What follows belongs to an exercise in optimizing a design on an open flow for small area; a production flow would make more cautious choices.
At most, simulation tests tie the RTL to the original design; equivalence was not proved.
Function not checked in run 6: the RTL went through the layout flow alone.
In every run shown here, the design's own scripts or RTL, not TritonCTS, make the clock network.
The clock port is modelled as an ideal driver, which makes a skipped or thinned clock tree look cheaper than it is; a real chip needs a root buffer or a tree.
Power figures rest on the tool's default switching activity, not on a simulated workload.

## flow/flow/run.sh

```bash
#!/bin/bash
# Own layout flow: the standard layout, except that
#  - the clock tree is two levels of small buffers (flow/pre_cts.tcl);
#  - ports are buffered with the smallest buffer.
# Registers, their names and cell types are those of the standard synthesis.
set -euo pipefail
HERE=$(pwd)

# the standard synthesis script with only the ABC script swapped
sed -e 's|log_cmd abc {\*}\$abc_args|log_cmd abc -script '"$HERE"'/flow/abc_area_only.script {*}[lrange $abc_args 2 end]|' \
    "$FLOW_HOME/scripts/synth.tcl" > "$HERE/synth_area.tcl"
grep -q 'abc_area_only.script' "$HERE/synth_area.tcl"
sed -e 's|source \$::env(SCRIPTS_DIR)/synth.tcl|source '"$HERE"'/synth_area.tcl|' \
    "$HERE/synth_recipe.tcl" > "$HERE/own_synth.tcl"
grep -q 'synth_area.tcl' "$HERE/own_synth.tcl"

bash "$HERE/standard.sh" \
    "SYNTH_SCRIPT=$HERE/own_synth.tcl" \
    "ADDER_MAP_FILE=" \
    "PRE_CTS_TCL=$HERE/flow/pre_cts.tcl" \
    "BUFFER_PORTS_ARGS=-buffer_cell sky130_fd_sc_hd__buf_1" \
    finish > "$HERE/flow_make.log" 2>&1
```

## flow/config.mk

```make
export PLATFORM = sky130hd
export DESIGN_NAME = cordic_sincos
export DESIGN_NICKNAME = cordic_sincos
export VERILOG_FILES = /design/flow/design.v
export SDC_FILE = /design/flow/constraint.sdc
export NUM_CORES = 4
export LEC_CHECK = 0
export CAP_MARGIN = 5
export CORE_MARGIN = 2
export CORE_UTILIZATION = 55
export GPL_TIMING_DRIVEN = 0
export SLEW_MARGIN = 5
```

## flow/flow/abc_area_only.script

```
strash
dch
amap
topo
stime -c
```

## flow/design.v

```verilog
`default_nettype none
package cordic_pkg;
    typedef logic signed [8-1:0] angle_t;
endpackage
`default_nettype wire
`default_nettype none
module cordic_lut (
    input  logic [7:0]  a,
    output logic [15:0] q_n
);
    logic n25, n26, n27, n28, n29, n30, n31, n32, n33, n34, n35, n36;
    logic n37, n38, n39, n40, n41, n42, n43, n44, n45, n46, n47, n48;
    logic n49, n50, n51, n52, n53, n54, n55, n56, n57, n58, n59, n60;
    logic n61, n62, n63, n64, n65, n66, n67, n68, n69, n70, n71, n72;
    logic n73, n74, n75, n76, n77, n78, n79, n80, n81, n82, n83, n84;
    logic n85, n86, n87, n88, n89, n90, n91, n92, n93, n94, n95, n96;
    logic n97, n98, n99, n100, n101, n102, n103, n104, n105, n106, n107, n108;
    logic n109, n110, n111, n112, n113, n114, n115, n116, n117, n118, n119, n120;
    logic n121, n122, n123, n124, n125, n126, n127, n128, n129, n130, n131, n132;
    logic n133, n134, n135, n136, n137, n138, n139, n140, n141, n142, n143, n144;
    logic n145, n146, n147, n148, n150, n151, n152, n153, n154, n155, n156, n157;
    logic n158, n159, n160, n161, n162, n163, n164, n165, n166, n167, n168, n169;
    logic n171, n172, n173, n174, n175, n176, n177, n178, n179, n180, n181, n182;
    logic n183, n184, n185, n186, n187, n188, n190, n191, n192, n193, n194, n195;
    logic n196, n197, n198, n199, n201, n202, n203, n204, n205, n206, n207, n208;
    logic n209, n210, n211, n212, n214, n215, n216, n219, n220, n221, n222, n223;
    logic n224, n225, n226, n227, n228, n229, n230, n231, n233, n234, n235, n236;
    logic n237, n238, n239, n240, n241, n242, n243, n244, n245, n246, n248, n249;
    logic n250, n251, n252, n253, n254, n255, n256, n257, n258, n259, n260, n261;
    logic n262, n263, n264, n265, n266, n267, n268, n269, n270, n271, n272, n273;
    logic n274, n275, n276, n277, n279, n280, n281, n282, n283, n284, n285, n286;
    logic n287, n288, n289, n290, n291, n292, n293, n294, n295, n296, n297, n299;
    logic n301, n302, n303, n304, n305, n306, n307, n308, n309, n310, n312, n313;
    logic n314, n315, n316, n317, n319, n320, n321, n322;
    assign n25 = a[0] & a[7];
    assign n26 = ~a[1] & ~n25;
    assign n27 = ~a[0] & ~a[7];
    assign n28 = a[2] & a[3];
    assign n29 = ~n27 & ~n28;
    assign n30 = n26 & ~n29;
    assign n31 = ~n25 & ~n27;
    assign n32 = a[4] & a[5];
    assign n33 = ~a[1] & ~n32;
    assign n34 = ~a[1] & ~a[2];
    assign n35 = a[1] & a[2];
    assign n36 = ~n34 & ~n35;
    assign n37 = a[3] & a[4];
    assign n38 = ~n36 & n37;
    assign n39 = ~n33 & n38;
    assign n40 = a[5] & ~n37;
    assign n41 = n36 & n40;
    assign n42 = ~a[2] & ~n37;
    assign n43 = a[5] & ~n42;
    assign n44 = ~a[3] & ~a[4];
    assign n45 = ~n43 & n44;
    assign n46 = ~n41 & ~n45;
    assign n47 = ~n39 & n46;
    assign n48 = n31 & ~n47;
    assign n49 = a[1] & ~n27;
    assign n50 = a[2] & ~a[5];
    assign n51 = ~n49 & n50;
    assign n52 = a[1] & ~a[2];
    assign n53 = n25 & n52;
    assign n54 = ~a[1] & n27;
    assign n55 = ~n53 & ~n54;
    assign n56 = ~n51 & n55;
    assign n57 = ~a[2] & n44;
    assign n58 = n56 & ~n57;
    assign n59 = ~n47 & ~n58;
    assign n60 = ~a[4] & ~a[5];
    assign n61 = a[3] & ~n60;
    assign n62 = a[1] & a[5];
    assign n63 = a[0] & n62;
    assign n64 = ~a[2] & ~n32;
    assign n65 = ~n63 & ~n64;
    assign n66 = n61 & n65;
    assign n67 = ~n31 & ~n66;
    assign n68 = ~n59 & n67;
    assign n69 = ~n48 & ~n68;
    assign n70 = n30 & ~n69;
    assign n71 = n32 & ~n63;
    assign n72 = ~a[3] & ~n71;
    assign n73 = a[5] & n31;
    assign n74 = ~a[2] & n32;
    assign n75 = ~n73 & ~n74;
    assign n76 = ~n72 & n75;
    assign n77 = ~a[1] & ~a[4];
    assign n78 = a[2] & ~n44;
    assign n79 = ~n77 & ~n78;
    assign n80 = n73 & n79;
    assign n81 = ~a[6] & n56;
    assign n82 = ~n80 & n81;
    assign n83 = ~n76 & n82;
    assign n84 = ~n70 & n83;
    assign n85 = ~n26 & ~n62;
    assign n86 = ~n27 & ~n85;
    assign n87 = n37 & ~n86;
    assign n88 = ~a[4] & a[5];
    assign n89 = ~n25 & n88;
    assign n90 = ~a[1] & a[5];
    assign n91 = ~n89 & ~n90;
    assign n92 = ~n87 & n91;
    assign n93 = ~a[3] & n49;
    assign n94 = ~a[3] & a[4];
    assign n95 = ~n53 & ~n94;
    assign n96 = ~n93 & n95;
    assign n97 = ~a[2] & a[5];
    assign n98 = ~n50 & ~n97;
    assign n99 = n96 & n98;
    assign n100 = n92 & n99;
    assign n101 = ~a[6] & ~n60;
    assign n102 = ~n56 & n101;
    assign n103 = ~n100 & ~n102;
    assign n104 = a[3] & ~n103;
    assign n105 = ~a[2] & a[6];
    assign n106 = a[3] & ~n105;
    assign n107 = a[1] & a[7];
    assign n108 = ~n106 & n107;
    assign n109 = ~a[1] & a[2];
    assign n110 = a[6] & ~a[7];
    assign n111 = n109 & n110;
    assign n112 = a[2] & ~a[3];
    assign n113 = ~n111 & ~n112;
    assign n114 = ~n108 & n113;
    assign n115 = n60 & ~n114;
    assign n116 = a[6] & n31;
    assign n117 = a[6] & n32;
    assign n118 = ~n116 & ~n117;
    assign n119 = ~n115 & n118;
    assign n120 = ~n104 & n119;
    assign n121 = a[3] & ~a[4];
    assign n122 = ~n39 & ~n121;
    assign n123 = n43 & ~n122;
    assign n124 = a[2] & a[4];
    assign n125 = ~n62 & n124;
    assign n126 = n34 & n44;
    assign n127 = ~a[6] & ~n126;
    assign n128 = ~n125 & n127;
    assign n129 = ~n123 & n128;
    assign n130 = ~a[3] & n62;
    assign n131 = ~n124 & n130;
    assign n132 = ~n45 & n131;
    assign n133 = n129 & ~n132;
    assign n134 = ~a[2] & ~a[3];
    assign n135 = a[0] & ~n28;
    assign n136 = ~n134 & ~n135;
    assign n137 = n60 & ~n136;
    assign n138 = n33 & ~n137;
    assign n139 = a[1] & n137;
    assign n140 = a[6] & ~n139;
    assign n141 = ~n138 & n140;
    assign n142 = ~n133 & ~n141;
    assign n143 = n62 & n142;
    assign n144 = ~n28 & n60;
    assign n145 = ~n134 & n144;
    assign n146 = n116 & n145;
    assign n147 = ~n143 & ~n146;
    assign n148 = ~n120 & n147;
    assign q_n[0] = ~n84 & ~n148;
    assign n150 = ~a[7] & q_n[0];
    assign n151 = ~n142 & n150;
    assign n152 = ~n90 & n94;
    assign n153 = ~n64 & ~n94;
    assign n154 = ~n135 & n153;
    assign n155 = ~n152 & ~n154;
    assign n156 = a[1] & ~a[3];
    assign n157 = n50 & n156;
    assign n158 = a[3] & n62;
    assign n159 = ~a[6] & ~n158;
    assign n160 = ~n157 & n159;
    assign n161 = ~n155 & n160;
    assign n162 = a[0] & n133;
    assign n163 = ~a[1] & a[3];
    assign n164 = ~n156 & ~n163;
    assign n165 = n162 & n164;
    assign n166 = ~n161 & ~n165;
    assign n167 = ~n60 & ~n166;
    assign n168 = ~n141 & ~n167;
    assign n169 = ~n150 & n168;
    assign q_n[1] = ~n151 & ~n169;
    assign n171 = n142 & ~n161;
    assign n172 = ~n150 & n171;
    assign n173 = ~a[1] & n154;
    assign n174 = n60 & ~n173;
    assign n175 = a[6] & ~n174;
    assign n176 = ~a[0] & ~a[1];
    assign n177 = n105 & ~n176;
    assign n178 = ~n175 & ~n177;
    assign n179 = ~n61 & ~n126;
    assign n180 = n178 & n179;
    assign n181 = n32 & ~n34;
    assign n182 = ~n36 & n175;
    assign n183 = ~n181 & ~n182;
    assign n184 = ~n180 & n183;
    assign n185 = n172 & n184;
    assign n186 = n124 & n129;
    assign n187 = ~n184 & ~n186;
    assign n188 = ~n172 & n187;
    assign q_n[2] = ~n185 & ~n188;
    assign n190 = ~n105 & ~n184;
    assign n191 = ~n185 & ~n190;
    assign n192 = a[5] & ~a[6];
    assign n193 = n44 & n192;
    assign n194 = ~a[4] & ~a[6];
    assign n195 = a[3] & ~n194;
    assign n196 = ~n193 & ~n195;
    assign n197 = ~n191 & ~n196;
    assign n198 = n191 & n196;
    assign n199 = ~n117 & ~n198;
    assign q_n[3] = n197 | ~n199;
    assign n201 = ~a[3] & n191;
    assign n202 = ~a[4] & n201;
    assign n203 = ~n192 & n202;
    assign n204 = a[3] & n192;
    assign n205 = a[4] & ~a[5];
    assign n206 = a[6] & n205;
    assign n207 = ~n204 & ~n206;
    assign n208 = ~n191 & ~n207;
    assign n209 = a[4] & n192;
    assign n210 = a[3] & n206;
    assign n211 = ~n209 & ~n210;
    assign n212 = ~n208 & n211;
    assign q_n[4] = n203 | ~n212;
    assign n214 = ~a[5] & a[6];
    assign n215 = ~n203 & ~n214;
    assign n216 = n202 & n214;
    assign q_n[5] = ~n215 & ~n216;
    assign q_n[7] = ~a[6] | ~n215;
    assign n219 = n130 & ~n136;
    assign n220 = ~a[6] & ~n219;
    assign n221 = ~n32 & ~n60;
    assign n222 = ~a[3] & ~n221;
    assign n223 = a[1] & ~n88;
    assign n224 = ~a[0] & ~n223;
    assign n225 = ~n222 & n224;
    assign n226 = ~a[5] & ~n225;
    assign n227 = ~a[2] & ~n226;
    assign n228 = n220 & n227;
    assign n229 = ~n32 & ~n228;
    assign n230 = ~a[6] & n229;
    assign n231 = n201 & n230;
    assign q_n[6] = q_n[7] & ~n231;
    assign n233 = ~n96 & ~q_n[4];
    assign n234 = ~n74 & ~n92;
    assign n235 = a[6] & ~n30;
    assign n236 = ~n234 & n235;
    assign n237 = ~n233 & n236;
    assign n238 = a[4] & n54;
    assign n239 = ~a[6] & ~n238;
    assign n240 = n69 & n239;
    assign n241 = n117 & n134;
    assign n242 = ~n112 & ~n206;
    assign n243 = ~n50 & n54;
    assign n244 = ~n242 & n243;
    assign n245 = ~n241 & ~n244;
    assign n246 = ~n240 & n245;
    assign q_n[8] = n237 | ~n246;
    assign n248 = ~a[0] & ~n44;
    assign n249 = a[1] & ~n248;
    assign n250 = n226 & ~n249;
    assign n251 = ~n79 & n135;
    assign n252 = ~a[0] & ~n121;
    assign n253 = n90 & ~n252;
    assign n254 = ~n251 & n253;
    assign n255 = ~n39 & n220;
    assign n256 = ~n254 & n255;
    assign n257 = ~n250 & n256;
    assign n258 = ~n66 & n257;
    assign n259 = ~a[1] & n124;
    assign n260 = ~a[6] & ~n259;
    assign n261 = ~n94 & ~n157;
    assign n262 = ~n260 & n261;
    assign n263 = ~n100 & n262;
    assign n264 = a[7] & ~n263;
    assign n265 = ~n258 & n264;
    assign n266 = a[2] & ~n176;
    assign n267 = ~n78 & ~n266;
    assign n268 = ~n162 & ~n267;
    assign n269 = n43 & ~n268;
    assign n270 = a[5] & ~n266;
    assign n271 = ~a[5] & n266;
    assign n272 = n94 & ~n271;
    assign n273 = ~n270 & n272;
    assign n274 = ~n178 & ~n273;
    assign n275 = ~n269 & n274;
    assign n276 = ~n257 & ~n275;
    assign n277 = ~a[7] & ~n276;
    assign q_n[9] = ~n265 & ~n277;
    assign n279 = ~a[3] & ~n174;
    assign n280 = n28 & n174;
    assign n281 = a[6] & ~n134;
    assign n282 = ~n221 & n281;
    assign n283 = ~n280 & n282;
    assign n284 = ~n279 & n283;
    assign n285 = n269 & ~n284;
    assign n286 = n32 & n256;
    assign n287 = ~n230 & ~n286;
    assign n288 = ~n50 & ~n112;
    assign n289 = ~n225 & ~n288;
    assign n290 = ~n287 & ~n289;
    assign n291 = ~n269 & n284;
    assign n292 = ~n290 & ~n291;
    assign n293 = ~n285 & n292;
    assign n294 = a[7] & ~n276;
    assign n295 = ~n264 & ~n294;
    assign n296 = n293 & ~n295;
    assign n297 = ~n293 & n295;
    assign q_n[10] = n296 | n297;
    assign n299 = q_n[2] & ~n245;
    assign q_n[14] = ~a[7] & ~n299;
    assign n301 = ~a[3] & ~n229;
    assign n302 = ~n269 & n301;
    assign n303 = a[3] & n229;
    assign n304 = ~n35 & n60;
    assign n305 = a[6] & ~n304;
    assign n306 = ~n303 & ~n305;
    assign n307 = ~n302 & n306;
    assign n308 = ~q_n[14] & ~n307;
    assign n309 = ~n146 & n307;
    assign n310 = q_n[14] & n309;
    assign q_n[11] = n308 | n310;
    assign n312 = a[4] & ~a[6];
    assign n313 = n302 & ~n312;
    assign n314 = ~n194 & ~n302;
    assign n315 = ~n313 & ~n314;
    assign n316 = q_n[14] & ~n315;
    assign n317 = ~q_n[14] & n315;
    assign q_n[12] = ~n316 & ~n317;
    assign n319 = a[5] & ~n126;
    assign n320 = ~a[6] & ~n319;
    assign n321 = ~q_n[14] & n320;
    assign n322 = q_n[14] & ~n320;
    assign q_n[13] = ~n321 & ~n322;
    assign q_n[15] = ~a[7];
endmodule
`default_nettype wire
`default_nettype none
`timescale 1ns/1ps
module cordic_sincos (
    input  logic               clk,
    input  logic               rst_n,
    input  cordic_pkg::angle_t angle,
    output cordic_pkg::angle_t sine,
    output cordic_pkg::angle_t cosine
);
    localparam int DEPTH = 14;
    localparam int DLY_N = DEPTH - 1;
    logic [8*DLY_N-1:0] dly;
    logic [7:0]         folded;
    assign folded = {dly[7], dly[6:0] ^ {7{dly[7]}}};
    always_ff @(posedge clk) begin
        dly <= {dly[8*(DLY_N-1)-1:8], folded, angle};
    end
    logic [15:0] lut_n;
    logic [15:0] res_n;
    cordic_lut u_lut (
        .a(dly[8*DLY_N-1 -: 8]),
        .q_n(lut_n)
    );
    always_ff @(posedge clk) begin
        res_n <= lut_n;
    end
    logic [3:0] cnt;
    logic       valid;
    assign valid = (cnt == 4'(DEPTH));
    always_ff @(posedge clk or negedge rst_n) begin
        if (!rst_n) begin
            cnt <= 4'd0;
        end else if (!valid) begin
            cnt <= cnt + 4'd1;
        end
    end
    assign sine   = valid ? ~res_n[15:8] : 8'h00;
    assign cosine = valid ? ~res_n[7:0]  : 8'h00;
endmodule
`default_nettype wire
```

## flow/flow/manual_cts.tcl

```tcl
# Replaces clock_tree_synthesis with a one-level tree: the clock port drives a few
# clock buffers, each of which drives one spatial group of the flip-flops.
# MANUAL_CTS_CELL: the buffer cell; MANUAL_CTS_GROUPS: how many buffers.
proc manual_cts_groups { items k axis } {
  # split items ({x y iterm}) into k groups of near-equal size, recursively
  # cutting along the longer side
  if { $k <= 1 } { return [list $items] }
  set xs [lsort -integer [lmap i $items {lindex $i 0}]]
  set ys [lsort -integer [lmap i $items {lindex $i 1}]]
  set w [expr {[lindex $xs end] - [lindex $xs 0]}]
  set h [expr {[lindex $ys end] - [lindex $ys 0]}]
  set idx [expr {$w >= $h ? 0 : 1}]
  set sorted [lsort -integer -index $idx $items]
  set k1 [expr {$k / 2}]
  set n1 [expr {([llength $sorted] * $k1 + $k / 2) / $k}]
  set a [lrange $sorted 0 [expr {$n1 - 1}]]
  set b [lrange $sorted $n1 end]
  return [concat [manual_cts_groups $a $k1 0] [manual_cts_groups $b [expr {$k - $k1}] 0]]
}

proc manual_clock_tree { cell k {rcell ""} {r 0} } {
  set db [ord::get_db]
  set block [ord::get_db_block]
  set clk [$block findNet clk]
  set master [$db findMaster $cell]
  set items {}
  foreach it [$clk getITerms] {
    set inst [$it getInst]
    set bb [$inst getBBox]
    lappend items [list [expr {([$bb xMin] + [$bb xMax]) / 2}] [expr {([$bb yMin] + [$bb yMax]) / 2}] $it]
  }
  set groups [manual_cts_groups $items $k 0]
  set i 0
  set leaves {}
  foreach g $groups {
    set inst [odb::dbInst_create $block $master "clkbuf_manual_$i"]
    set net [odb::dbNet_create $block "clknet_manual_$i"]
    $net setSigType CLOCK
    set sx 0; set sy 0
    foreach item $g {
      set it [lindex $item 2]
      $it disconnect
      $it connect $net
      incr sx [lindex $item 0]; incr sy [lindex $item 1]
    }
    set n [llength $g]
    [$inst findITerm A] connect $clk
    [$inst findITerm X] connect $net
    $inst setLocation [expr {$sx / $n}] [expr {$sy / $n}]
    $inst setPlacementStatus PLACED
    puts "manual clock tree: $cell clkbuf_manual_$i drives $n sinks"
    lappend leaves $inst
    incr i
  }
  if { $r > 0 } {
    # second level: the clock port drives r root buffers, each driving a group of leaves
    set rmaster [$db findMaster $rcell]
    set litems {}
    foreach inst $leaves {
      set loc [$inst getLocation]
      lappend litems [list [lindex $loc 0] [lindex $loc 1] [$inst findITerm A]]
    }
    set j 0
    foreach g [manual_cts_groups $litems $r 0] {
      set inst [odb::dbInst_create $block $rmaster "clkbuf_root_$j"]
      set net [odb::dbNet_create $block "clknet_root_$j"]
      $net setSigType CLOCK
      set sx 0; set sy 0
      foreach item $g {
        set it [lindex $item 2]
        $it disconnect
        $it connect $net
        incr sx [lindex $item 0]; incr sy [lindex $item 1]
      }
      set n [llength $g]
      [$inst findITerm A] connect $clk
      [$inst findITerm X] connect $net
      $inst setLocation [expr {$sx / $n}] [expr {$sy / $n}]
      $inst setPlacementStatus PLACED
      puts "manual clock tree: $rcell clkbuf_root_$j drives $n leaf buffers"
      incr j
    }
  }
  global_connect
}
```

## flow/standard.sh

```bash
#!/bin/bash
# synth_recipe.tcl (not shown) runs the flow's synth.tcl, then flattens the netlist and writes it again
# the make line also repeats each setting of config.mk as NAME=value (left out here)
make -C /OpenROAD-flow-scripts/flow DESIGN_CONFIG=/design/flow/config.mk WORK_HOME=/design/flow/orfs CLKGATE_MAP_FILE= SYNTH_SCRIPT=/design/flow/synth_recipe.tcl "${@:-finish}"
```

## flow/flow/pre_cts.tcl

```tcl
# Stands in for TritonCTS: a two-level tree of small buffers (see manual_cts.tcl)
source [file join [file dirname [info script]] manual_cts.tcl]
rename clock_tree_synthesis triton_clock_tree_synthesis
proc clock_tree_synthesis { args } {
  manual_clock_tree sky130_fd_sc_hd__buf_4 12 sky130_fd_sc_hd__buf_4 2
}
```

## flow/constraint.sdc

```tcl
create_clock -name core_clock -period 4.0 [get_ports {clk}]
set_input_delay 0.8000 -clock core_clock [delete_from_list [all_inputs] [get_ports {clk}]]
set_output_delay 0.8000 -clock core_clock [all_outputs]
set_load 0.01 [all_outputs]
```

==> results of run 1 <==
[worst register-to-register path, delay by kind of cell (launching register included)]
| kind | cells | cell delay, ns |
|---|---|---|
| buffers and inverters | 3 | 0.49 |
| and+or+nand+nor | 7 | 1.20 |
| DFF | 1 | 0.40 |
| AOI/OAI and AO/OA | 7 | 1.47 |
[routing by layer]
layer  up-vias  wire length, um
met1      1176             2950
met3        21              613
met4         0              180
li1       1295                -
met2       132             3480
met5         -                0
[cell usage after synthesis, drive strengths merged (3+ instances only)]
| master | instances |
|---|---|
| dfxtp | 120 |
| nor2 | 80 |
| clkinv | 32 |
| a21oi | 24 |
| nand2 | 19 |
| o21ai | 18 |
| nor3 | 8 |
| o221ai | 6 |
| a31oi | 5 |
| dfrtp | 4 |
| nor4 | 4 |
| o21a | 4 |
| o31ai | 4 |
| o211ai | 3 |
| o22ai | 3 |
[cell type report]
class,count,share of cell area
inverters,32,0.0326
multi-input cells,201,0.271
well taps,77,0.0237
flip-flops and latches,124,0.620
plain buffers,14,0.0259
repair buffers,27,0.0268
[flip-flops by register name, indices dropped and copies added (netlist names)]
| register | count |
|---|---|
| cnt | 4 |
| res_n | 16 |
| dly | 104 |
[what timing repair did]
action / CTS / global route
setup endpoints to repair: 10 / 10
resized for setup: 13 / 28
buffers inserted: 0 / 2
[worst max path at each step]
stage,to,slack (ns),depth (start not counted)
after floorplan,res_n[8]$_DFF_P_,0.38,19
after global placement,res_n[8]$_DFF_P_,-0.54,20
after detailed placement,res_n[8]$_DFF_P_,-0.44,20
after CTS,res_n[8]$_DFF_P_,0.003,24
after global routing,res_n[8]$_DFF_P_,-0.03,22
final,res_n[12]$_DFF_P_,0.31,17
[cell families after synthesis]
kind of cell,after synthesis
DFF,124
and+or+nand+nor,117
AOI/OAI and AO/OA,84
buffers and inverters,32
[per-stage QoR]
stage / setup slack (ns) / power [mW]
after floorplan: 0.384 / 1.58
after global placement: -0.536 / 1.66
after detailed placement: -0.438 / 1.66
after CTS: 0.00344 / 2.06
after global routing: -0.0260 / 2.28
final: 0.308 / 2.16
[power groups by stage]
stage / sequential (mW) / combinational [mW] / clock [mW]
floorplan: 1.40 / 0.176 / 0
global placement: 1.42 / 0.246 / 0
detailed placement: 1.42 / 0.243 / 0
CTS: 1.42 / 0.246 / 0.395
global route: 1.40 / 0.302 / 0.574
finish: 1.39 / 0.271 / 0.498
==> metrics.csv, run 1 <==
metric,value,unit
rows,29,
register_area,0.00252,mm2
p_int,1.62,mW
ir_drop,0.403,mV
hold_start,dly[90]$_DFF_P_,
synth_xor_area_frac,0,
synthTopCellsByArea,"dfxtp_1, nor2_1, a21oi_1, clkinv_1, dfrtp_1",
netSwitchingPower,0.542,mW
min_period,3.69,ns
final_common_cell,dfxtp_1,
synth_fp_nets,367,
max_stage_delay,0.44,ns
syn2layout_area_growth,11.6,%
clk_latency,0.31,ns
grt_use_met1,0.259,
num_vias,2624,
synth_cell_types,33,
dp_cells,459,
ant_nets,0,
synth_mux_area_frac,0,
end_kind,register,
critPathLaunch,dly[97]$_DFF_P_,
place_congestion,0.959,
post-route-drc-count,0,
chipHeight,85.4,um
ys_seq_area_frac,0.687,
path_cells,"clkinv_2, o22ai_2, nor3_2, o21a_1, or4_1, a41oi_2, nor2_1, nand2_1, a31oi_1, nand2_1, clkinv_1, nor4_2, o31ai_1, o21ai_0, clkinv_1, nor2_1, a21oi_1",
io_pins,26,
slew_headroom,0.452,
diodes,0,
numPortBuffers,25,
wl_per_cell,15.2,um
holdWs,0.314,ns
crit_buf_inv,3,
crit_family,compound AO/OA/AOI/OAI gates,
async_reset_ff_frac,0.0323,
netlist_area,0.00364,mm2
setup_viol,0,
pwr-share-clk,0.230,
maxCapViolCount,0,
firstDrtPassIters,5,
yosys_warnings,1,
holdPathEnd,dly[98]$_DFF_P_,
worst-r2r-setup-slack,0.31,ns
fp.dieW,85.4,um
switching_share,0.251,
finalCritPeriodShare,0.923,
cp-start-kind,register,
grt_antenna_before_repair,0,
place_hpwl,4900,um
hold_viol,0,
power_density,532,mW/mm2
nets,410,
placed_area,0.00383,mm2
slew_viol_final,0,
core_area,0.00639,mm2
synth_top_area_frac,0.660,
grt_pass1_wl,11500,um
outcome,finished clean,
synth-edff-count,0,
grtUsageMet2,0.330,
grt_max_degree,19,
yosysTopAreaCell,dfxtp_1,
min_path_type,reg -> reg,
final_core_util,0.637,
p_leak,1.59,nW
start_util,0.570,
stdcell_count,475,
fmax,271,MHz
r2r-start,dly[97]$_DFF_P_,
grt_pass1_vias,2407,
overflow,0,
synth_fa_ha_area_frac,0,
layout-drive-gt1-share,0.121,
drtIter0Drc,318,
gr-max-usage-layer,met2,
r2r_end,res_n[12]$_DFF_P_,
skew,0.0183,ns
vias_per_cell,5.52,
cp_max_fo,7,
fin_tns_setup,0,ns
dieArea,0.00729,mm2
crit_required,4.18,ns
most-common-layout-cells,"dfxtp_1, nor2_1, buf_1",
critical_path_arrival,3.87,ns
clkTransAtPathRegs,0.10,ns
multi_input_area,0.00110,mm2
tightestPinTransition,0.820,ns
wirelength,7220,um
synth-seq-cells,124,
syn_inst,357,
yosys.area_share.simple,0.130,
met3_usage,0.0263,
power_frac_comb,0.125,
crit_slowest_cell,or4_1,
critical_path_class,reg -> reg,
postCtsHoldBufs,0,
synth_compound_area_frac,0.150,
r2r_cells,17,
synth-main-ff-cell,dfxtp_1,
grt_usage,0.194,
fillers,540,
synth_top_family_by_area,compound AO/OA/AOI/OAI gates,
p_seq_frac,0.644,
fin_area,0.00407,mm2
hold-path-cell-count,0,
synth_area_per_cell,10.2,um2
==> run 2, diff against run 1 <==
--- a/flow/config.mk
+++ b/flow/config.mk
@@ -9,4 +9,3 @@
 export CORE_MARGIN = 2
 export CORE_UTILIZATION = 55
-export GPL_TIMING_DRIVEN = 0
 export SLEW_MARGIN = 5
==> run 2 against run 1 <==
Against the previous run: final area increased by 7.3%; still clean; via count increased by 8.1%; clock skew increased by 0.0084 ns; area after synthesis unchanged; setup slack improved by 0.12 ns; die area unchanged; routed wire length increased by 19%; first-iteration DRC count decreased by 34%; highest routed layer unchanged; global-route usage increased by 4.7 points; sequential cell count unchanged; clock power increased by 4.8%; fmax increased by 3.4%.
==> metrics.csv, run 2 <==
metric,value,unit,change
cp_max_fo,10,,+3
p_leak,1.82,nW,+14%
vias_per_cell,5.38,,-2.6%
final_core_util,0.683,,+0.0466
slew_headroom,0.532,,+0.0807
final_common_cell,dfxtp_1,,
netSwitchingPower,0.582,mW,+7.3%
numPortBuffers,25,,unchanged
yosys_warnings,1,,unchanged
power_density,516,mW/mm2,-2.8%
ir_drop,0.420,mV,+4.1%
synth_common_cells,"dfxtp_1, nor2_1, clkinv_1",,
dieArea,0.00729,mm2,unchanged
fp.dieW,85.4,um,unchanged
outcome,finished clean,,
firstDrtPassIters,4,,-1
io_pins,26,,unchanged
diodes,0,,unchanged
p_total,2.25,mW,+4.3%
fin_ws,0.429,ns,+0.121 ns
hold_viol,0,,unchanged
synth-seq-cells,124,,unchanged
p_seq_frac,0.612,,-0.032
r2r-start,dly[98]$_DFF_P_,,
synth_area_per_cell,10.2,um2,unchanged
nets,462,,+13%
syn_inst,357,,unchanged
wl_per_cell,16.3,um,+7.1%
overflow,0,,unchanged
cp-start-kind,register,,
slew_viol_final,0,,unchanged
dp_slack,0.240,ns,+0.678 ns
critical_path_class,reg -> reg,,
place_hpwl,6370,um,+30%
finalCritPeriodShare,0.893,,-0.0303
clk_latency,0.33,ns,+0.02 ns
drtIter0Drc,210,,-34%
skew,0.0267,ns,+0.00842 ns
end_kind,register,,
fin_tns_setup,0,ns,unchanged
power_frac_comb,0.157,,+0.032
grt_antenna_before_repair,0,,unchanged
wirelength,8580,um,+19%
synth_cell_types,33,,unchanged
pwr-share-clk,0.232,,+0.002
p_int,1.67,mW,+3.3%
most-common-layout-cells,"dfxtp_1, nor2_1, buf_4",,
grt_pass1_vias,2791,,+16%
crit_required,4.19,ns,about the same
reg_top3,"dly: 104 flops, res_n: 16 flops, cnt: 4 flops",,
layout-drive-gt1-share,0.169,,+0.0483
critical_path_arrival,3.76,ns,-0.11 ns
place_congestion,1.02,,+6.7%
grt_usage,0.241,,+0.0472
min_path_type,in -> async,,
yosysTopAreaCell,dfxtp_1,,
switching_share,0.258,,+0.00723
fmax,280,MHz,+3.4%
ys_seq_area_frac,0.687,,unchanged
postCtsHoldBufs,0,,unchanged
syn2layout_area_growth,19.8,%,
worst-r2r-setup-slack,0.43,ns,+0.12 ns
grt_setup_unrepaired,false,,
r2r_end,res_n[8]$_DFF_P_,,
rows,29,,unchanged
min_period,3.57,ns,-0.121 ns
synthTopCellsByArea,"dfxtp_1, nor2_1, a21oi_1, clkinv_1, dfrtp_1",,
clkTransAtPathRegs,0.10,ns,about the same
post-route-drc-count,0,,unchanged
async_reset_ff_frac,0.0323,,unchanged
start_util,0.570,,unchanged
core_area,0.00639,mm2,unchanged
grt_max_degree,18,,-1
r2r_cells,25,,+8
largest_reg_flops,104,,unchanged
chipHeight,85.4,um,unchanged
largest_register,dly,,
synth_fp_nets,367,,unchanged
num_vias,2836,,+8.1%
crit_slowest_cell,dfxtp_1,,
setup_viol,0,,unchanged
maxCapViolCount,0,,unchanged
synth-main-ff-cell,dfxtp_1,,
tightestPinTransition,0.699,ns,-0.121 ns
grt_pass1_wl,13800,um,+20%
synth_top_area_frac,0.660,,unchanged
synth.most_common_cell,dfxtp_1,,
synth-edff-count,0,,unchanged
netlist_area,0.00364,mm2,unchanged
ant_nets,0,,unchanged
max_stage_delay,0.35,ns,-0.09 ns
==> run 2: cell counts after synthesis <==
Identical to the previous run, type by type.
==> run 2: worst max-delay path: cells and delay by family, from the launching register on <==
family	cells	cell delay [ns]
AO/OA/AOI/OAI	9	1.18
flip-flops	1	0.35
AND/OR/NAND/NOR	10	1.20
buffers and inverters	6	0.72
==> run 2: metal layers <==
metal	share of wire	wire length, um	up-vias	GRT usage
li1	-	-	1395	-
met1	0.41	3550	1287	0.312
met2	0.47	4000	126	0.401
met3	0.085	728	28	0.0477
met4	0.035	302	0	0.0895
met5	0	0	-	0
==> run 2: logic make-up after synthesis <==
logic type      count (synthesis)  synth area share
compound gates                 84             0.150
simple gates                  117             0.130
buf+inv                        32            0.0330
flops                         124             0.687
==> run 2: power groups by stage <==
stage	Combinational [mW]	Sequential, mW	Clock (mW)
floorplan	0.176	1.40	0
global placement	0.345	1.40	0
detailed placement	0.342	1.41	0
CTS	0.344	1.41	0.395
global route	0.385	1.39	0.599
finish	0.353	1.38	0.522
==> run 2: what timing repair did <==
action	4_1_cts	5_1_grt
resized for setup	0	8
setup endpoints to repair	0	3
buffers inserted	0	0
==> run 2: worst max path at each step <==
stage	from	to	slack, ns
6_report	dly[98]$_DFF_P_	res_n[8]$_DFF_P_	0.43
5_1_grt	dly[98]$_DFF_P_	res_n[8]$_DFF_P_	0.08
4_1_cts	dly[97]$_DFF_P_	res_n[8]$_DFF_P_	0.23
3_5_place_dp	dly[97]$_DFF_P_	res_n[8]$_DFF_P_	0.24
3_3_place_gp	dly[100]$_DFF_P_	res_n[8]$_DFF_P_	0.35
2_1_floorplan	dly[97]$_DFF_P_	res_n[8]$_DFF_P_	0.38
==> run 2: per-stage QoR <==
step	instance area (um2)	hold WS, ns	std cells
global placement	4240	0.309	513
global route	4360	0.281	527
finish	4360	0.305	527
detailed placement	4240	0.312	513
CTS	4340	0.312	527
floorplan	3640	0.310	357
==> run 2: cell type report <==
cell class / count / area, um2
tap: 77 / 96.3
fill: 502 / 2020
multi-input combinational: 201 / 1040
buffer: 14 / 105
sequential: 124 / 2500
inverter: 32 / 120
timing repair buffer: 79 / 499
==> run 3, diff against run 2 <==
--- a/flow/flow/run.sh
+++ b/flow/flow/run.sh
@@ -1,5 +1,6 @@
 #!/bin/bash
 # Own layout flow: the standard layout, except that
-#  - the clock tree is two levels of small buffers (flow/pre_cts.tcl);
+#  - the clock tree is two levels of small buffers (flow/pre_cts.tcl), with
+#    useful skew on the delay line -> table -> result register path;
 #  - ports are buffered with the smallest buffer.
 # Registers, their names and cell types are those of the standard synthesis.
==> flow/flow/manual_cts.tcl (replaced) <==
# A two-level clock tree of small buffers, built by hand in place of TritonCTS.
# The clock port drives a few root buffers; each root drives a group of leaf
# buffers, each leaf one spatial group of flip-flops. Two register groups get
# useful skew for the one long register-to-register path (last delay stage ->
# table logic -> result register), which no port path crosses:
#  - early sinks (the last delay stage) hang on the root nets directly;
#  - late sinks (the result register) get leaves fed from a normal leaf's net.

proc mcts_center { inst } {
  set bb [$inst getBBox]
  return [list [expr {([$bb xMin] + [$bb xMax]) / 2}] [expr {([$bb yMin] + [$bb yMax]) / 2}]]
}

# split items ({x y payload}) into k groups of near-equal size, recursively
# cutting across the longer side
proc mcts_groups { items k } {
  if { $k <= 1 || [llength $items] <= 1 } { return [list $items] }
  set xs [lsort -integer [lmap i $items {lindex $i 0}]]
  set ys [lsort -integer [lmap i $items {lindex $i 1}]]
  set w [expr {[lindex $xs end] - [lindex $xs 0]}]
  set h [expr {[lindex $ys end] - [lindex $ys 0]}]
  set idx [expr {$w >= $h ? 0 : 1}]
  set sorted [lsort -integer -index $idx $items]
  set k1 [expr {$k / 2}]
  set n1 [expr {([llength $sorted] * $k1 + $k / 2) / $k}]
  return [concat [mcts_groups [lrange $sorted 0 [expr {$n1 - 1}]] $k1] \
                 [mcts_groups [lrange $sorted $n1 end] [expr {$k - $k1}]]]
}

proc mcts_nearest { xy cands } {
  # cands: list of {x y payload}; returns the payload nearest to xy
  set best ""
  set bd -1
  foreach c $cands {
    set d [expr {abs([lindex $c 0] - [lindex $xy 0]) + abs([lindex $c 1] - [lindex $xy 1])}]
    if { $bd < 0 || $d < $bd } { set bd $d; set best [lindex $c 2] }
  }
  return $best
}

# drive the iterms in group (items {x y iterm}) from a new buffer of master
# whose input is on net in_net; returns {x y inst out_net}
proc mcts_buffer { block master name group in_net } {
  set inst [odb::dbInst_create $block $master "clkbuf_$name"]
  set net [odb::dbNet_create $block "clknet_$name"]
  $net setSigType CLOCK
  set sx 0; set sy 0
  foreach item $group {
    set it [lindex $item 2]
    $it disconnect
    $it connect $net
    incr sx [lindex $item 0]; incr sy [lindex $item 1]
  }
  set n [llength $group]
  set x [expr {$sx / $n}]
  set y [expr {$sy / $n}]
  [$inst findITerm A] connect $in_net
  [$inst findITerm X] connect $net
  $inst setLocation $x $y
  $inst setPlacementStatus PLACED
  puts "manual clock tree: clkbuf_$name ([$master getName]) drives $n pins"
  return [list $x $y $inst $net]
}

proc manual_clock_tree { leaf_cell n_leaves root_cell n_roots early_re late_re n_late } {
  set db [ord::get_db]
  set block [ord::get_db_block]
  set clk [$block findNet clk]
  set leaf_master [$db findMaster $leaf_cell]
  set root_master [$db findMaster $root_cell]
  set normal {}
  set early {}
  set late {}
  foreach it [$clk getITerms] {
    set inst [$it getInst]
    set item [concat [mcts_center $inst] [list $it]]
    set name [$inst getName]
    if { [regexp $early_re $name] } {
      lappend early $item
    } elseif { [regexp $late_re $name] } {
      lappend late $item
    } else {
      lappend normal $item
    }
  }
  puts "manual clock tree: [llength $normal] normal, [llength $early] early, [llength $late] late sinks"
  # normal leaves, first on the clock net, moved under the roots below
  set leaves {}
  set i 0
  foreach g [mcts_groups $normal $n_leaves] {
    lappend leaves [mcts_buffer $block $leaf_master "leaf_$i" $g $clk]
    incr i
  }
  # late leaves, fed from the nearest normal leaf's output net
  set j 0
  foreach g [mcts_groups $late $n_late] {
    set sx 0; set sy 0
    foreach item $g { incr sx [lindex $item 0]; incr sy [lindex $item 1] }
    set xy [list [expr {$sx / [llength $g]}] [expr {$sy / [llength $g]}]]
    set src [mcts_nearest $xy [lmap l $leaves {list [lindex $l 0] [lindex $l 1] [lindex $l 3]}]]
    mcts_buffer $block $leaf_master "late_$j" $g $src
    incr j
  }
  # roots: each drives a group of normal leaves and the early sinks nearest to it
  set litems [lmap l $leaves {list [lindex $l 0] [lindex $l 1] [[lindex $l 2] findITerm A]}]
  set rgroups [mcts_groups $litems $n_roots]
  set centers {}
  set k 0
  foreach g $rgroups {
    set sx 0; set sy 0
    foreach item $g { incr sx [lindex $item 0]; incr sy [lindex $item 1] }
    lappend centers [list [expr {$sx / [llength $g]}] [expr {$sy / [llength $g]}] $k]
    incr k
  }
  foreach e $early {
    set r [mcts_nearest [lrange $e 0 1] $centers]
    lset rgroups $r [concat [lindex $rgroups $r] [list $e]]
  }
  set k 0
  foreach g $rgroups {
    mcts_buffer $block $root_master "root_$k" $g $clk
    incr k
  }
  global_connect
}
==> flow/flow/pre_cts.tcl (replaced) <==
# Stands in for TritonCTS: a two-level tree of small buffers (see manual_cts.tcl).
# Early sinks: the last delay stage (dly[96..103]); late sinks: the result register.
source [file join [file dirname [info script]] manual_cts.tcl]
rename clock_tree_synthesis triton_clock_tree_synthesis
proc clock_tree_synthesis { args } {
  manual_clock_tree sky130_fd_sc_hd__buf_4 10 sky130_fd_sc_hd__buf_4 2 \
    {^dly\\\[(9[6-9]|10[0-3])\\\]} {^res_n} 2
}
--- a/flow/config.mk
+++ b/flow/config.mk
@@ -9,3 +9,4 @@
 export CORE_MARGIN = 2
 export CORE_UTILIZATION = 55
+export GPL_TIMING_DRIVEN = 0
 export SLEW_MARGIN = 5
==> run 3 against run 2 <==
Against the previous run: setup slack improved by 0.0086 ns; sequential power about the same; via count decreased by 7.3%; register-to-register slack about the same; clock skew increased by 0.33 ns; critical path depth decreased by 1; final cell count decreased by 10%; hold slack got worse by 0.12 ns; synthesized cell count unchanged; utilization decreased by 5.8 points; final area decreased by 8.4%; combinational power decreased by 27%.
==> metrics.csv, run 3 <==
metric,value,unit,change
r2r_cells,24,,-4.0%
final_common_cell,dfxtp_1,,
crit_required,4.33,ns,+0.14 ns
setup_viol,0,,unchanged
fmax,281,MHz,+0.24%
postCtsHoldBufs,0,,unchanged
outcome,finished clean,,
synth-main-ff-cell,dfxtp_1,,
synth_cell_types,33,,unchanged
synth-seq-cells,124,,unchanged
ys_seq_area_frac,0.687,,unchanged
p_total,2.16,mW,-4.1%
hold-path-cell-count,1,,
start_util,0.570,,unchanged
synth_fp_nets,367,,unchanged
synth_top_area_frac,0.660,,unchanged
drtIter0Drc,242,,+15%
finalCritPeriodShare,0.891,,-0.00214
netlist_area,0.00364,mm2,unchanged
grt_usage,0.197,,-0.0445
clkTransAtPathRegs,0.11,ns,about the same
place_hpwl,4900,um,-23%
clk_latency,0.49,ns,+0.16 ns
fin_tns_setup,0,ns,unchanged
largest_reg_flops,104,,unchanged
chipHeight,85.4,um,unchanged
vias_per_cell,5.56,,+3.3%
most-common-layout-cells,"dfxtp_1, nor2_1, clkinv_1, buf_1, a21oi_1",,
ant_nets,0,,unchanged
yosysTopAreaCell,dfxtp_1,,
yosys_warnings,1,,unchanged
numPortBuffers,25,,unchanged
crit_slowest_cell,dfxtp_1,,
placed_area,0.00383,mm2,-9.6%
ir_drop,0.416,mV,-0.88%
slew_headroom,0.290,,-0.243
path_cells,"clkinv_1, nor2_2, clkinv_1, nor3_1, nor3_1, clkinv_1, a21oi_1, nor2_1, nor2_1, nor2_1, a21oi_1, nor2b_1, a311oi_1, a31oi_1, nand2_1, clkinv_1, nor4_2, nand2_1, o21ai_0, inv_2, nand2_1, o221ai_1, o21ai_0, o311ai_0",,
synth-edff-count,0,,unchanged
diodes,0,,unchanged
async_reset_ff_frac,0.0323,,unchanged
power_density,541,mW/mm2,+4.7%
dp_slack,-0.438,ns,-0.678 ns
end_kind,register,,
io_pins,26,,unchanged
grt_setup_unrepaired,false,,
syn2layout_area_growth,9.73,%,
synth_common_cells,"dfxtp_1, nor2_1, clkinv_1",,
synthTopCellsByArea,"dfxtp_1, nor2_1, a21oi_1, clkinv_1, dfrtp_1",,
cp_max_fo,5,,-5
dieArea,0.00729,mm2,unchanged
synth_area_per_cell,10.2,um2,unchanged
firstDrtPassIters,7,,+3
slew_viol_final,0,,unchanged
tightestPinTransition,1.04,ns,+0.339 ns
min_period,3.56,ns,-0.00857 ns
r2r_end,res_n[8]$_DFF_P_,,
worst-r2r-setup-slack,0.44,ns,about the same
largest_register,dly,,
grt_pass1_vias,2382,,-15%
fp.dieW,85.4,um,unchanged
max_stage_delay,0.46,ns,+0.11 ns
r2r-start,dly[96]$_DFF_P_,,
grt_antenna_before_repair,0,,unchanged
p_leak,1.57,nW,-14%
fin_area,0.00400,mm2,-8.4%
holdPathEnd,res_n[15]$_DFF_P_,,
maxCapViolCount,0,,unchanged
wl_per_cell,15.2,um,-6.4%
skew,0.355,ns,+0.328 ns
min_path_type,reg -> reg,,
reg_top3,"dly: 104 flops, res_n: 16 flops, cnt: 4 flops",,
place_congestion,0.959,,-6.3%
grt_max_degree,19,,+1
wirelength,7210,um,-16%
layout-drive-gt1-share,0.0833,,-0.0856
cts_setup_buffers,0,,unchanged
critical_path_arrival,3.89,ns,+0.13 ns
num_vias,2629,,-7.3%
critical_path_class,reg -> reg,,
nets,408,,-12%
fillers,556,,+11%
overflow,0,,unchanged
core_area,0.00639,mm2,unchanged
path_common_cell,clkinv_1,,
syn_inst,357,,unchanged
holdWs,0.187,ns,-0.118 ns
fin_ws,0.438,ns,+0.00857 ns
hold_start,dly[103]$_DFF_P_,,
grt_pass1_wl,11700,um,-16%
hold_viol,0,,unchanged
rows,29,,unchanged
cp-start-kind,register,,
post-route-drc-count,0,,unchanged
synth.most_common_cell,dfxtp_1,,
==> run 3: cell counts after synthesis <==
Identical to the previous run, type by type.
==> run 3: worst max-delay path by stage <==
stage	startpoint	to	slack, ns
2_1_floorplan	dly[97]$_DFF_P_	res_n[8]$_DFF_P_	0.38
3_3_place_gp	dly[97]$_DFF_P_	res_n[8]$_DFF_P_	-0.54
3_5_place_dp	dly[97]$_DFF_P_	res_n[8]$_DFF_P_	-0.44
4_1_cts	dly[103]$_DFF_P_	res_n[8]$_DFF_P_	0.003
5_1_grt	dly[98]$_DFF_P_	res_n[8]$_DFF_P_	0.09
6_report	dly[96]$_DFF_P_	res_n[8]$_DFF_P_	0.44
==> run 3: per-stage QoR <==
step,instances,util
floorplan,357,-
global placement,459,0.600
detailed placement,459,0.600
CTS,473,0.620
global route,473,0.626
finish,473,0.626
==> run 3: worst max-delay path: cells and delay by family (launching register included) <==
family	cells	cell delay (ns)
buf+inv	5	0.63
flops	1	0.46
compound gates	8	1.10
simple gates	11	1.55
==> run 3: report_power, final <==
part,switching (mW),internal (mW)
registers,0.0497,1.34
logic,0.168,0.0892
clock network,0.330,0.179
==> run 3: layout make-up <==
cell class,count,area [um2],share of cell area
sequential,124,2510,0.629
multi-input combinational,201,1060,0.264
inverter,32,130,0.0326
buffer,14,105,0.0263
tap,77,96.3,0.0241
timing repair buffer,25,93.8,0.0235
==> run 3: layer usage <==
layer  routed length [um]  GRT usage  vias up  part of all wire
met3                  423    0.00973       11             0.059
met5                    0          0        -                 0
li1                     -          -     1300                 -
met1                 3100      0.271     1205              0.43
met2                 3560      0.346      113              0.49
met4                  124     0.0404        0             0.017
==> run 3: kinds of logic (layout without fill, tap and decap cells) <==
logic type / Yosys count / after routing / share of synthesized area
simple gates: 117 / 117 / 0.130
buf+inv: 32 / 71 / 0.0330
compound gates: 84 / 84 / 0.150
flops: 124 / 124 / 0.687
==> run 3: what timing repair did <==
| item | in CTS | in global routing |
|---|---|---|
| endpoints found under the setup margin | 10 | 4 |
| resized for setup | 13 | 9 |
| endpoints found under the hold margin | 0 | 0 |
==> run 4, diff against run 3 <==
--- a/flow/config.mk
+++ b/flow/config.mk
@@ -10,3 +10,4 @@
 export CORE_UTILIZATION = 55
 export GPL_TIMING_DRIVEN = 0
+export SETUP_SLACK_MARGIN = -0.1
 export SLEW_MARGIN = 5
==> run 4 against run 3 <==
Against the previous run: still clean on timing, DRC and antenna; sequential cell count unchanged; final cell count unchanged; die area stayed put; routed wire length down 1.2%; clock power about the same; power shrank 0.18%; utilization shrank 0.27 points; critical path depth is the same; combinational power is 2% lower; hold slack got worse by 0.0016 ns; final area decreased by 0.44%; critical path type unchanged.
==> metrics.csv, run 4 <==
metric,value,unit,change
grt_pass1_vias,2384,,+0.084%
chipHeight,85.4,um,unchanged
cp-start-kind,register,,
holdWs,0.185,ns,-0.00165 ns
place_congestion,0.959,,unchanged
yosys_warnings,1,,unchanged
fin_area,0.00398,mm2,-0.44%
largest_register,dly,,
largest_reg_flops,104,,unchanged
core_area,0.00639,mm2,unchanged
min_path_type,reg -> reg,,
async_reset_ff_frac,0.0323,,unchanged
slew_headroom,0.388,,+0.0984
numPortBuffers,25,,unchanged
cp_max_fo,5,,unchanged
diodes,0,,unchanged
synth_fa_ha_area_frac,0,,unchanged
slew_viol_final,0,,unchanged
yosys.area_share.simple,0.130,,unchanged
ys_seq_area_frac,0.687,,unchanged
finalCritPeriodShare,0.916,,+0.0251
wirelength,7130,um,-1.2%
synth_top_family_by_area,compound AO/OA/AOI/OAI gates,,
nets,408,,unchanged
synth-edff-count,0,,unchanged
power_density,542,mW/mm2,+0.26%
synth_mux_area_frac,0,,unchanged
overflow,0,,unchanged
syn_inst,357,,unchanged
synth_cell_types,33,,unchanged
p_leak,1.56,nW,-0.16%
synth.most_common_cell,dfxtp_1,,
postCtsHoldBufs,0,,unchanged
synthTopCellsByArea,"dfxtp_1, nor2_1, a21oi_1, clkinv_1, dfrtp_1",,
clkTransAtPathRegs,0.11,ns,about the same
io_pins,26,,unchanged
synth_common_cells,"dfxtp_1, nor2_1, clkinv_1",,
syn2layout_area_growth,9.24,%,
post-route-drc-count,0,,unchanged
wl_per_cell,15.1,um,-1.2%
vias_per_cell,5.55,,-0.15%
setup_viol,0,,unchanged
layout-drive-gt1-share,0.0732,,-0.0101
place_hpwl,4900,um,unchanged
grt_antenna_before_repair,0,,unchanged
fmax,273,MHz,-2.7%
outcome,finished clean,,
num_vias,2625,,-0.15%
synth_compound_area_frac,0.150,,unchanged
skew,0.355,ns,+0.00000500 ns
crit_required,4.33,ns,about the same
fp.dieW,85.4,um,unchanged
rows,29,,unchanged
reg_top3,"dly: 104 flops, res_n: 16 flops, cnt: 4 flops",,
end_kind,register,,
maxCapViolCount,0,,unchanged
firstDrtPassIters,7,,unchanged
placed_area,0.00383,mm2,unchanged
ant_nets,0,,unchanged
critical_path_arrival,3.99,ns,+0.10 ns
critical_path_class,reg -> reg,,
dieArea,0.00729,mm2,unchanged
drtIter0Drc,251,,+3.7%
final_common_cell,dfxtp_1,,
synth_xor_area_frac,0,,unchanged
synth-main-ff-cell,dfxtp_1,,
yosysTopAreaCell,dfxtp_1,,
start_util,0.570,,unchanged
tightestPinTransition,0.894,ns,-0.144 ns
ir_drop,0.416,mV,about the same
synth_area_per_cell,10.2,um2,unchanged
clk_latency,0.49,ns,about the same
synth_top_area_frac,0.660,,unchanged
min_period,3.66,ns,+0.100 ns
hold_viol,0,,unchanged
grt_pass1_wl,11700,um,-0.23%
grt_max_degree,19,,unchanged
most-common-layout-cells,"dfxtp_1, nor2_1, clkinv_1",,
synth-seq-cells,124,,unchanged
synth_fp_nets,367,,unchanged
grt_usage,0.196,,-0.000492
netlist_area,0.00364,mm2,unchanged
[run 4: power by group]
group          internal [mW]  switching [mW]
clock                  0.179           0.332
combinational         0.0876           0.164
sequential              1.34          0.0492
[run 4: path summary, 6_finish.rpt]
path | from | to | slack [ns] | cells past startpoint
max | dly[96]$_DFF_P_ | res_n[8]$_DFF_P_ | 0.34 | 24
min | dly[103]$_DFF_P_ | res_n[15]$_DFF_P_ | 0.19 | 1
max reg2reg | dly[96]$_DFF_P_ | res_n[8]$_DFF_P_ | 0.34 | 24
min reg2reg | dly[103]$_DFF_P_ | res_n[15]$_DFF_P_ | 0.19 | 1
max in group asynchronous | rst_n | cnt[2]$_DFFE_PN0P_ | 3.54 | 1
min in group asynchronous | rst_n | cnt[1]$_DFFE_PN0P_ | 0.28 | 1
[run 4: kinds of logic (layout without fill, tap and decap cells)]
logic type      Yosys count  count (layout)
compound gates           84              84
simple gates            117             117
flops                   124             124
buf+inv                  32              71
[run 4: what timing repair did]
item,in CTS,in global routing
pin swaps,0,0
resized for setup,11,7
gates cloned,0,0
buffers inserted,0,0
setup endpoints to repair,8,1
[run 4: cell type report]
| class | instances | area [um2] |
|---|---|---|
| buffer | 14 | 105 |
| fill | 552 | 2410 |
| inverter | 32 | 126 |
| multi-input combinational | 201 | 1040 |
| sequential | 124 | 2510 |
| tap | 77 | 96.3 |
| timing repair buffer | 25 | 93.8 |
[run 4: worst max-delay path: stages (launching register included)]
cell      delay, ns
dfxtp_1        0.47
clkinv_1       0.22
nor2_2         0.21
clkinv_1       0.11
nor3_1         0.24
nor3_1         0.12
clkinv_1       0.08
a21oi_1        0.04
nor2_1         0.09
nor2_1         0.05
nor2_1         0.10
a21oi_1        0.06
nor2b_1        0.16
a311oi_1       0.28
a31oi_1        0.11
nand2_1        0.11
clkinv_1       0.09
nor4_1         0.26
nand2_1        0.11
o21ai_0        0.16
clkinv_1       0.20
nand2_1        0.14
o221ai_1       0.14
o21ai_0        0.15
o311ai_0       0.14
[run 4: metal layers]
layer | routed length (um) | vias up | GRT usage
li1 | - | 1297 | -
met1 | 3110 | 1190 | 0.269
met2 | 3410 | 117 | 0.346
met3 | 440 | 21 | 0.00973
met4 | 171 | 0 | 0.0404
met5 | 0 | - | 0
[run 4: stage by stage]
stage,util,instances,setup WS [ns],setup TNS (ns),power (mW)
finish,0.623,473,0.338,0,2.16
global route,0.623,473,-0.0914,-0.0914,2.27
CTS,0.619,473,-0.0949,-0.0949,2.06
detailed placement,0.600,459,-0.438,-2.00,1.66
global placement,0.600,459,-0.536,-3.13,1.66
floorplan,-,357,0.384,0,1.58
==> run 5, diff against run 4 <==
--- a/flow/config.mk
+++ b/flow/config.mk
@@ -10,4 +10,4 @@
 export CORE_UTILIZATION = 55
 export GPL_TIMING_DRIVEN = 0
-export SETUP_SLACK_MARGIN = -0.1
+export SETUP_SLACK_MARGIN = -0.2
 export SLEW_MARGIN = 5
==> run 5 against run 4 <==
Against the previous run: synthesized cell count unchanged; sequential share of layout area grew 0.065 points; combinational power barely moved; largest cell class unchanged; setup slack got worse by 0.11 ns; area after synthesis stayed put; hold slack improved by 0.097 ns; first-iteration DRC count is 14% lower; global-route usage barely moved; critical endpoint unchanged; critical path depth unchanged; routed wire length decreased by 0.15%; register-to-register slack got worse by 0.11 ns; fmax down 3.0%; critical path type unchanged.
==> metrics.csv, run 5 <==
metric,value,unit,change
outcome,finished clean,,
async_reset_ff_frac,0.0323,,unchanged
grt_max_degree,19,,unchanged
rows,29,,unchanged
ys_seq_area_frac,0.687,,unchanged
synth-main-ff-cell,dfxtp_1,,
postCtsHoldBufs,0,,unchanged
critical_path_arrival,4.11,ns,+0.12 ns
synthTopCellsByArea,"dfxtp_1, nor2_1, a21oi_1, clkinv_1, dfrtp_1",,
yosysTopAreaCell,dfxtp_1,,
cts_setup_buffers,0,,unchanged
clkTransAtPathRegs,0.10,ns,about the same
synth_common_cells,"dfxtp_1, nor2_1, clkinv_1",,
largest_reg_flops,104,,unchanged
dieArea,0.00729,mm2,unchanged
ir_drop,0.416,mV,about the same
max_stage_delay,0.51,ns,+0.04 ns
maxCapViolCount,0,,unchanged
nets,408,,unchanged
stdcell_count,473,,unchanged
grt_usage,0.196,,-0.000205
path_cells,"clkinvlp_4, nor2_2, clkinv_1, nor3_1, nor3_1, clkinv_1, a21oi_1, nor2_1, nor2_1, nor2_1, a21oi_1, nor2b_1, a311oi_1, a31oi_1, nand2_1, clkinv_1, nor4_1, nand2_1, o21ai_0, clkinv_1, nand2_1, o221ai_1, o21ai_0, o311ai_0",,
synth_fp_nets,367,,unchanged
dp_cells,459,,unchanged
numPortBuffers,25,,unchanged
hold_viol,0,,unchanged
ant_nets,0,,unchanged
p_leak,1.56,nW,-0.49%
firstDrtPassIters,5,,-2
critical_path_class,reg -> reg,,
clk_latency,0.49,ns,about the same
synth-seq-cells,124,,unchanged
start_util,0.570,,unchanged
reg_top3,"dly: 104 flops, res_n: 16 flops, cnt: 4 flops",,
core_area,0.00639,mm2,unchanged
overflow,0,,unchanged
post-route-drc-count,0,,unchanged
io_pins,26,,unchanged
min_period,3.78,ns,+0.115 ns
syn_inst,357,,unchanged
layout-drive-gt1-share,0.0657,,-0.00758
synth.most_common_cell,dfxtp_1,,
largest_register,dly,,
place_congestion,0.959,,unchanged
syn2layout_area_growth,8.97,%,
num_vias,2587,,-1.4%
min_path_type,in -> async,,
path_common_cell,clkinv_1,,
crit_required,4.33,ns,about the same
crit_slowest_cell,dfxtp_1,,
drtIter0Drc,215,,-14%
grt_pass1_vias,2389,,+0.21%
end_kind,register,,
yosys_warnings,1,,unchanged
skew,0.352,ns,-0.00301 ns
slew_viol_final,0,,unchanged
final_common_cell,dfxtp_1,,
final_core_util,0.621,,-0.00157
fp.dieW,85.4,um,unchanged
diodes,0,,unchanged
power_density,543,mW/mm2,+0.14%
placed_area,0.00383,mm2,unchanged
cp-start-kind,register,,
crit_buf_inv,5,,unchanged
synth-edff-count,0,,unchanged
slew_headroom,0.412,,+0.0232
most-common-layout-cells,"dfxtp_1, nor2_1, clkinv_1",,
synth_top_area_frac,0.660,,unchanged
tightestPinTransition,0.860,ns,-0.0340 ns
grt_antenna_before_repair,0,,unchanged
grt_pass1_wl,11600,um,-0.12%
cp_max_fo,6,,+1
fillers,548,,-0.72%
vias_per_cell,5.47,,-1.4%
wl_per_cell,15.0,um,-0.15%
synth_area_per_cell,10.2,um2,unchanged
wirelength,7120,um,-0.15%
netlist_area,0.00364,mm2,unchanged
finalCritPeriodShare,0.944,,+0.0287
setup_viol,0,,unchanged
chipHeight,85.4,um,unchanged
place_hpwl,4900,um,unchanged
r2r-start,dly[103]$_DFF_P_,,
crit_family,simple AND/OR/NAND/NOR gates,,
critPathLaunch,dly[103]$_DFF_P_,,
fmax,265,MHz,-3.0%
synth_cell_types,33,,unchanged
fin_area,0.00397,mm2,-0.25%
==> run 5: logic make-up after synthesis <==
family | count (synthesis) | synth area share
AO/OA/AOI/OAI | 84 | 0.150
AND/OR/NAND/NOR | 117 | 0.130
buffers and inverters | 32 | 0.0330
flip-flops | 124 | 0.687
==> run 5: what timing repair did <==
item | 4_1_cts | 5_1_grt
pin swaps | 0 | 0
resized for setup | 8 | 5
setup endpoints to repair | 6 | 2
==> run 5: final cells by class <==
class	instances	area, um2	area share
Tap cell	77	96.3	0.0243
Timing Repair Buffer	25	93.8	0.0237
Sequential cell	124	2510	0.633
Multi-Input combinational cell	201	1030	0.261
Buffer	14	105	0.0265
Inverter	32	128	0.0322
==> run 5: through the flow <==
step                hold slack [ns]  total power [mW]  setup slack, ns  TNS [ns]
finish                        0.282              2.15            0.223         0
global route                  0.276              2.27           -0.199    -0.264
CTS                           0.312              2.06           -0.151    -0.174
detailed placement            0.312              1.66           -0.438     -2.00
global placement              0.309              1.66           -0.536     -3.13
floorplan                     0.310              1.58            0.384         0
==> run 5: path summary, 6_finish.rpt <==
path                                 endpoint  slack (ns)  cells after the start
setup / recovery             res_n[8]$_DFF_P_        0.22                     24
hold / removal             cnt[1]$_DFFE_PN0P_        0.28                      1
setup reg to reg             res_n[8]$_DFF_P_        0.22                     24
hold reg to reg             res_n[15]$_DFF_P_        0.29                      1
max in group asynchronous  cnt[2]$_DFFE_PN0P_        3.54                      1
min in group core_clock     res_n[15]$_DFF_P_        0.29                      1
==> run 5: layer usage <==
layer	part of all wire	vias to the layer above	global-route usage
met3	0.054	22	0.00875
li1	-	1297	-
met2	0.48	93	0.345
met4	0.029	0	0.0404
met5	0	-	0
met1	0.44	1175	0.270
==> run 5: report_power, final <==
part           internal [mW]  switching, mW
clock network          0.179          0.330
logic                 0.0871          0.164
registers               1.34         0.0491
==> run 6, diff against run 5 <==
--- a/flow/design.v
+++ b/flow/design.v
@@ -361,12 +361,14 @@
         res_n <= lut_n;
     end
-    logic [3:0] cnt;
+    logic [3:0] run;
+    logic       run_fb;
     logic       valid;
-    assign valid = (cnt == 4'(DEPTH));
+    assign run_fb = run[3] ? (~run[0] & (run[2] | run[1])) : run[0];
+    assign valid  = (run == 4'b0000);
     always_ff @(posedge clk or negedge rst_n) begin
         if (!rst_n) begin
-            cnt <= 4'd0;
-        end else if (!valid) begin
-            cnt <= cnt + 4'd1;
+            run <= 4'b0011;
+        end else begin
+            run <= {run[2:0], run_fb};
         end
     end
==> run 6 against run 5 <==
Against the previous run: still clean on timing, DRC and antenna; clock skew up 0.021 ns; clock power barely moved; critical path depth down 4; hold slack worse by 0.0083 ns; combinational power up 3%; global-route usage rose by 1.2 points; area after synthesis shrank 0.55%; largest power group unchanged; highest routed layer unchanged.
==> metrics.csv, run 6 <==
metric,value,unit,change
outcome,finished clean,,
grt_pass1_wl,12300,um,+5.8%
cp-start-kind,register,,
numPortBuffers,25,,unchanged
dp_cells,454,,-1.1%
largest_reg_flops,104,,unchanged
skew,0.373,ns,+0.0213 ns
power_density,547,mW/mm2,+0.67%
postCtsHoldBufs,0,,unchanged
synth_common_cells,"dfxtp_1, nor2_1, clkinv_1",,
slew_viol_final,0,,unchanged
dieArea,0.00725,mm2,-0.53%
synth_top_family_by_area,compound AO/OA/AOI/OAI gates,,
cp_max_fo,12,,+6
wl_per_cell,15.6,um,+3.8%
final_common_cell,dfxtp_1,,
async_reset_ff_frac,0.0323,,unchanged
fmax,266,MHz,+0.29%
maxCapViolCount,0,,unchanged
r2r_cells,20,,-17%
synth-edff-count,0,,unchanged
chipHeight,85.1,um,-0.26%
synth_mux_area_frac,0,,unchanged
end_kind,register,,
yosys_warnings,1,,unchanged
min_period,3.77,ns,-0.0109 ns
netlist_area,0.00362,mm2,-0.55%
start_util,0.570,,about the same
clk_latency,0.51,ns,+0.02 ns
finalCritPeriodShare,0.942,,-0.00271
tightestPinTransition,0.719,ns,-0.141 ns
fin_tns_setup,0,ns,unchanged
min_path_type,in -> async,,
synth_area_per_cell,10.3,um2,+0.86%
setup_viol,0,,unchanged
place_congestion,1.00,,+4.7%
synth_fa_ha_area_frac,0,,unchanged
synth.most_common_cell,dfxtp_1,,
largest_register,dly,,
grt_usage,0.208,,+0.0121
overflow,0,,unchanged
diodes,0,,unchanged
num_vias,2606,,+0.73%
clkTransAtPathRegs,0.12,ns,+0.02 ns
reg_top3,"dly: 104 flops, res_n: 16 flops, run: 4 flops",,
synth_cell_types,34,,+3.0%
layout-drive-gt1-share,0.0793,,+0.0136
post-route-drc-count,0,,unchanged
drtIter0Drc,294,,+37%
synth-main-ff-cell,dfxtp_1,,
synth_top_area_frac,0.663,,+0.00365
grt_antenna_before_repair,0,,unchanged
synthTopCellsByArea,"dfxtp_1, nor2_1, a21oi_1, clkinv_1, o21ai_0",,
synth_fp_nets,362,,-1.4%
slew_headroom,0.508,,+0.0967
placed_area,0.00381,mm2,-0.52%
place_hpwl,5100,um,+4.1%
yosys.area_share.simple,0.131,,+0.00106
stdcell_count,468,,-1.1%
most-common-layout-cells,"dfxtp_1, nor2_1, clkinv_1, buf_1, a21oi_1",,
vias_per_cell,5.57,,+1.8%
hold_viol,0,,unchanged
crit_required,4.37,ns,+0.04 ns
critical_path_class,reg -> reg,,
fp.dieW,85.1,um,-0.26%
firstDrtPassIters,5,,unchanged
synth_compound_area_frac,0.146,,-0.00366
ir_drop,0.477,mV,+15%
yosysTopAreaCell,dfxtp_1,,
core_area,0.00635,mm2,-0.57%
ys_seq_area_frac,0.692,,+0.00449
grt_max_degree,19,,unchanged
syn_inst,352,,-1.4%
rows,29,,unchanged
ant_nets,0,,unchanged
synth-seq-cells,124,,unchanged
io_pins,26,,unchanged
nets,403,,-1.2%
fin_area,0.00396,mm2,-0.22%
syn2layout_area_growth,9.33,%,
synth_xor_area_frac,0,,unchanged
p_leak,1.56,nW,+0.44%
critical_path_arrival,4.13,ns,+0.02 ns
wirelength,7310,um,+2.7%
grt_pass1_vias,2554,,+6.9%
run 6: cell count changes after synthesis, moves of 2 or more:
cell      previous run  this run
nor2_1              80        84
nor3_1               8        10
nand2_1             19        14
clkinv_1            32        30
dfstp_2              0         2
dfrtp_1              4         2
run 6: cells by family after synthesis:
family,count (synthesis)
compound gates,81
simple gates,117
flops,124
buf+inv,30
run 6: critical path, stage by stage (launching register included):
cell and delay (ns):
dfxtp_1 0.46, clkinvlp_4 0.30, nor2_1 0.40, nor2_1 0.13
nor3_1 0.35, o21a_1 0.18, or4_1 0.12, a41oi_1 0.06
or2_0 0.28, nor2_1 0.19, o31ai_2 0.12, nor2_1 0.22
nor3_2 0.07, nand2_1 0.11, o21ai_0 0.19, inv_2 0.14
nor2_1 0.05, a21oi_1 0.12, o221ai_1 0.16, o21ai_0 0.18
o311ai_0 0.14
run 6: final timing paths:
path                                  start           endpoint  slack [ns]
min in group core_clock    dly[103]$_DFF_P_  res_n[15]$_DFF_P_        0.28
hold reg to reg            dly[103]$_DFF_P_  res_n[15]$_DFF_P_        0.28
setup reg to reg           dly[101]$_DFF_P_   res_n[8]$_DFF_P_        0.23
hold / removal                        rst_n   run[3]$_DFF_PN0_        0.27
setup / recovery           dly[101]$_DFF_P_   res_n[8]$_DFF_P_        0.23
max in group asynchronous             rst_n   run[1]$_DFF_PN1_        3.48
run 6: layout make-up:
cell class,count,area (um2)
Buffer,14,105
Fill cell,539,2390
Inverter,30,124
Multi-Input combinational cell,198,1030
Sequential cell,124,2510
Tap cell,77,96.3
Timing Repair Buffer,25,93.8
run 6: what timing repair did:
| item | 4_1_cts | 5_1_grt |
|---|---|---|
| setup endpoints to repair | 10 | 4 |
| resized for setup | 10 | 7 |
| buffers inserted | 0 | 0 |
| endpoints found under the hold margin | 0 | 0 |
run 6: per-layer routing:
metal / wire length (um) / global-route usage / part of all wire
met1: 3120 / 0.279 / 0.43
met3: 513 / 0.0204 / 0.070
met2: 3480 / 0.365 / 0.48
met5: 0 / 0 / 0
met4: 191 / 0.0462 / 0.026
run 6: report_power, final:
group | internal, mW | switching, mW | total [mW]
sequential | 1.34 | 0.0501 | 1.39
combinational | 0.0899 | 0.169 | 0.259
clock | 0.179 | 0.331 | 0.510
run 6: through the flow:
step,total power [mW],hold slack (ns),utilization,worst slack [ns]
3_5_place_dp,1.67,0.312,0.600,-0.857
5_1_grt,2.28,0.261,0.623,-0.192
2_1_floorplan,1.58,0.310,-,0.287
4_1_cts,2.07,0.312,0.621,-0.187
6_report,2.16,0.273,0.623,0.234
3_3_place_gp,1.67,0.310,0.600,-1.07

Re-timed with assumed drivers on the ports (clkbuf_16 on the clock, buf_2 on other inputs), run 6 has 0.234 ns of setup slack against 0.234 ns with ideal ports, and 0.234 ns once port delays also move by the mid clock arrival of 0.354 ns. Its clock arrivals span 0.167 to 0.541 ns, so the last figure is rough.
